From an optimization exercise on the open Yosys and OpenROAD flow, aimed at small area; shortcuts taken in it are not production practice. Where RTL was checked, it was by simulation tests only, not by an equivalence proof against the original.

==> 09-07 <==
## muldiv_unit
module muldiv_unit #(
    parameter int unsigned MUL_CYCLES = 2,
    parameter int unsigned DIV_ITERS  = 32
) (
    input  logic        clk,
    input  logic        rst,
    input  logic        start,
    input  logic [1:0]  op,
    input  logic        flush,
    input  logic [31:0] srca,
    input  logic [31:0] srcb,
    output logic        stall,
    output logic        busy,
    output logic        done,
    output logic [31:0] hi,
    output logic [31:0] lo
);
    logic        act_q;           
    logic [5:0]  cnt_q;           
    logic [33:0] h_q;             
    logic [31:0] l_q;             
    logic        is_div, is_signed;
    logic [5:0]  ph;
    logic        sa, sb;
    logic [35:0] xa;              
    logic [32:0] bm;              
    logic        bzero;
    logic        ph0, div_abs, div_end, div_last;
    logic        p0_q, e33_q, e34_q;    
    assign is_div    = op[1];
    assign is_signed = ~op[0];
    assign ph        = act_q ? cnt_q : 6'd0;
    assign ph0       = ~act_q;
    assign sa        = is_signed & srca[31];
    assign sb        = is_signed & srcb[31];
    assign xa        = {sa, sa, sa, sa, srca};
    assign bm        = {sb, srcb};
    assign bzero     = (srcb == 32'd0);
    assign div_abs   = act_q & p0_q;
    assign div_end   = act_q & e33_q;
    assign div_last  = div_q & act_q & e34_q;
    function automatic logic [2:0] booth(input logic [2:0] x);
        booth[0] = x[1] ^ x[0];                                             
        booth[1] = (x[2] & ~x[1] & ~x[0]) | (~x[2] & x[1] & x[0]);           
        booth[2] = x[2];                                                    
    endfunction
    logic [12:0] xw0, xwn;
    logic [17:0] enc0, encn, enc_q;
    logic        div_q;           
    logic        sa_q, sb_q;      
    assign xw0 = {xa[11:0], 1'b0};
    assign xwn = ph0 ? xa[23:11] : xa[35:23];
    always_comb begin
        for (int j = 0; j < 6; j++) begin
            enc0[3*j +: 3] = booth(xw0[2*j +: 3]);
            encn[3*j +: 3] = is_div ? 3'b000 : booth(xwn[2*j +: 3]);
        end
    end
    logic [5:0] rone, rtwo, rsgn, rneg;
    always_comb begin
        for (int j = 0; j < 6; j++) begin
            rone[j] = ph0 ? enc0[3*j]   : enc_q[3*j];
            rtwo[j] = ph0 ? enc0[3*j+1] : enc_q[3*j+1];
  ...
clock: 10.5 ns
lec_check: 0
cap_margin: 20
core_margin: 2
core_utilization: 50
cts_buf_list: sky130_fd_sc_hd__clkbuf_8
slew_margin: 20
standard.sh (not shown) runs the stock make flow with config.mk's settings and CLKGATE_MAP_FILE= SYNTH_SCRIPT=/design/flow/synth_recipe.tcl, a recipe that flattens the netlist after the stock synthesis.
==> flow/flow/run.sh <==
#!/bin/bash
# Standard synthesis and layout (standard.sh), with faster port buffers than the
# resizer's default pick, and power recovery (downsizing of gates off the critical
# paths) after global routing.
set -euo pipefail
export BUFFER_PORTS_ARGS="-buffer_cell sky130_fd_sc_hd__buf_1"
export RECOVER_POWER=100
bash standard.sh synth > synth.log 2>&1
bash standard.sh finish > layout.log 2>&1
==> 10-15 (differences from 09-07) <==
--- a/flow/flow/run.sh
+++ b/flow/flow/run.sh
@@ -4,5 +4,5 @@
 # paths) after global routing.
 set -euo pipefail
-export BUFFER_PORTS_ARGS="-buffer_cell sky130_fd_sc_hd__buf_1"
+export BUFFER_PORTS_ARGS="-buffer_cell sky130_fd_sc_hd__buf_2"
 export RECOVER_POWER=100
 bash standard.sh synth > synth.log 2>&1
--- a/flow/config.mk
+++ b/flow/config.mk
@@ -10,3 +10,4 @@
 export CORE_UTILIZATION = 50
 export CTS_BUF_LIST = sky130_fd_sc_hd__clkbuf_8
+export PLACE_DENSITY = 0.7
 export SLEW_MARGIN = 20
==> 03-01 (differences from 09-07) <==
--- a/flow/flow/run.sh
+++ b/flow/flow/run.sh
@@ -4,5 +4,5 @@
 # paths) after global routing.
 set -euo pipefail
-export BUFFER_PORTS_ARGS="-buffer_cell sky130_fd_sc_hd__buf_1"
+export BUFFER_PORTS_ARGS="-buffer_cell sky130_fd_sc_hd__buf_2"
 export RECOVER_POWER=100
 bash standard.sh synth > synth.log 2>&1
--- a/flow/config.mk
+++ b/flow/config.mk
@@ -8,5 +8,5 @@
 export CAP_MARGIN = 20
 export CORE_MARGIN = 2
-export CORE_UTILIZATION = 50
+export CORE_UTILIZATION = 35
 export CTS_BUF_LIST = sky130_fd_sc_hd__clkbuf_8
 export SLEW_MARGIN = 20
==> qor summary <==
metric                                                                            03-01       10-15                          09-07
Count of instances resized after the clock tree is built                              0           0                              3
Tightest Pin Transition                                                         3.49 ns     1.38 ns                        2.62 ns
Floorplan die height                                                             219 µm      184 µm                         184 µm
Die extent in x                                                                  219 µm      184 µm                         184 µm
Met3 wire len                                                                   4760 µm     5760 µm                        5720 µm
Antenna violations before repair                                                      2           0                              1
Proportion of cell area occupied by multi-input gates                             73.6%       74.9%                          74.2%
Length of the first detailed-routing pass in iterations                               6           8                              6
Met2 wire len                                                                  25300 µm    23300 µm                       24300 µm
Largest stage delay on the critical path                                        0.78 ns     0.58 ns                        0.62 ns
Status                                                                  failed layout checks  no timing/DRC/antenna violations                failed layout checks
Violated checks                                           capacitance limit, slew limit           -  capacitance limit, slew limit
Final std cells w/o fill                                                           2661        2452                           2493
Clock network area share                                                          1.05%       1.41%                          1.20%

---

==> inputs of build 6 <==
Starting RTL as in the previous note.
Settings: LEC_CHECK=0, CAP_MARGIN=20, CORE_MARGIN=2, CORE_UTILIZATION=65, CTS_BUF_LIST=sky130_fd_sc_hd__clkbuf_8, SLEW_MARGIN=20; clock period 10.5 ns.
==> flow/flow/run.sh <==
#!/bin/bash
# Standard synthesis and layout (standard.sh), with faster port buffers than the
# resizer's default pick, and power recovery (downsizing of gates off the critical
# paths) after global routing.
set -euo pipefail
export BUFFER_PORTS_ARGS="-buffer_cell sky130_fd_sc_hd__buf_2"
export RECOVER_POWER=100
bash standard.sh synth > synth.log 2>&1
bash standard.sh finish > layout.log 2>&1
==> build 12: changes against build 6 <==
--- a/flow/design.v
+++ b/flow/design.v
@@ -41,30 +41,28 @@
     assign div_last  = div_q & act_q & e34_q;
     function automatic logic [2:0] booth(input logic [2:0] x);
         booth[0] = x[1] ^ x[0];                                             
         booth[1] = (x[2] & ~x[1] & ~x[0]) | (~x[2] & x[1] & x[0]);           
         booth[2] = x[2];                                                    
     endfunction
-    logic [12:0] xw0, xwn;
-    logic [17:0] enc0, encn, enc_q;
+    logic [12:0] xw0, xwn, xw_q, xw;
+    logic [17:0] enc;
     logic        div_q;           
     logic        sa_q, sb_q;      
     assign xw0 = {xa[11:0], 1'b0};
     assign xwn = ph0 ? xa[23:11] : xa[35:23];
+    assign xw = ph0 ? xw0 : xw_q;
     always_comb begin
-        for (int j = 0; j < 6; j++) begin
-            enc0[3*j +: 3] = booth(xw0[2*j +: 3]);
-            encn[3*j +: 3] = is_div ? 3'b000 : booth(xwn[2*j +: 3]);
-        end
+        for (int j = 0; j < 6; j++) enc[3*j +: 3] = booth(xw[2*j +: 3]);
     end
     logic [5:0] rone, rtwo, rsgn, rneg;
     always_comb begin
         for (int j = 0; j < 6; j++) begin
-            rone[j] = ph0 ? enc0[3*j]   : enc_q[3*j];
-            rtwo[j] = ph0 ? enc0[3*j+1] : enc_q[3*j+1];
-            rsgn[j] = ph0 ? enc0[3*j+2] : enc_q[3*j+2];
+            rone[j] = enc[3*j];
+            rtwo[j] = enc[3*j+1];
+            rsgn[j] = enc[3*j+2];
         end
         if (~ph0 & div_q) begin
             rone[0] = ~div_last & ~div_abs;
             rtwo[0] = div_last & h_q[33];
             rsgn[0] = div_last ? (sb_q ^ sa_q) : ~(h_q[33] ^ sb_q);
         end
@@ -910,13 +908,13 @@
             act_q <= start & ~flush & ~done_c;
         end
         cnt_q <= act_q ? cnt_q + 6'd1 : 6'd1;
         p0_q  <= ~act_q;
         e33_q <= act_q & (cnt_q == 6'd32);
         e34_q <= act_q & (cnt_q == 6'd33);
-        enc_q <= encn;
+        xw_q  <= is_div ? 13'd0 : xwn;
         div_q <= is_div;
         sa_q  <= sa;
         sb_q  <= sb;
         if (is_div) begin
             if (ph0) begin
                 h_q <= {2'b00, srca};
Settings changed: CORE_UTILIZATION 65 to 50, PLACE_DENSITY from default to 0.7.
==> build 44: changes against build 6 <==
Settings changed: CORE_UTILIZATION 65 to 55, PLACE_DENSITY from default to 0.8.
==> comparison <==
Maximum frequency: build 6 > build 44 > build 12. Clock skew, lowest first: build 12, build 6, build 44. Against build 6, the synthesized cell count of build 12 is larger by 8.7%. Wire length, lowest first: build 44, build 6, build 12. Build 12 finished clean. Build 6 finished with max-capacitance violations, max-slew violations left. Build 44 produced a layout that fails on max-capacitance violations, max-slew violations. Design area: build 6 < build 44 < build 12. Via count: build 12 > build 44 > build 6. First-iteration DRC count, highest first: build 44, build 6, build 12. Area after synthesis is the same in build 44 and build 6.
Function not checked in build 12: the RTL went through the layout flow alone.

-- what the ideal ports hide --
In the flow no input, the clock included, has a driving cell. The finished layouts below were timed again as built, in two steps.
Step 1, drivers: a clkbuf_16 drives clk and a buf_2 each remaining input, both assumed.
Step 2 times the ports against the registers' clock, not the clock port: input delays grow and output delays shrink by t, the midpoint of the rising clock arrivals with the driver on.
Three values: no drivers, after step 1, after step 2; two values: the first two.
run | t, ns | setup WS [ns] | hold WS [ns] | cell pins on the clock port's net
09-07 | 0.415 | 0.293 / 0.270 / 0.270 | 0.459 / 0.459 / 0.459 | 1
10-15 | 0.418 | 0.259 / 0.240 / 0.240 | 0.460 / 0.460 / 0.460 | 1
03-01 | 0.412 | 0.294 / 0.269 / 0.269 | 0.453 / 0.453 / 0.453 | 1
build 6 | 0.411 | 0.304 / 0.277 / 0.277 | 0.464 / 0.464 / 0.464 | 1
build 12 | 0.420 | 0.169 / 0.147 / 0.147 | 0.469 / 0.469 / 0.469 | 1
build 44 | 0.416 | 0.224 / 0.199 / 0.199 | 0.475 / 0.475 / 0.475 | 1
The setup slack of build 6, which loses most, moves by -0.027 ns with the drivers and by -0.027 ns with both steps.
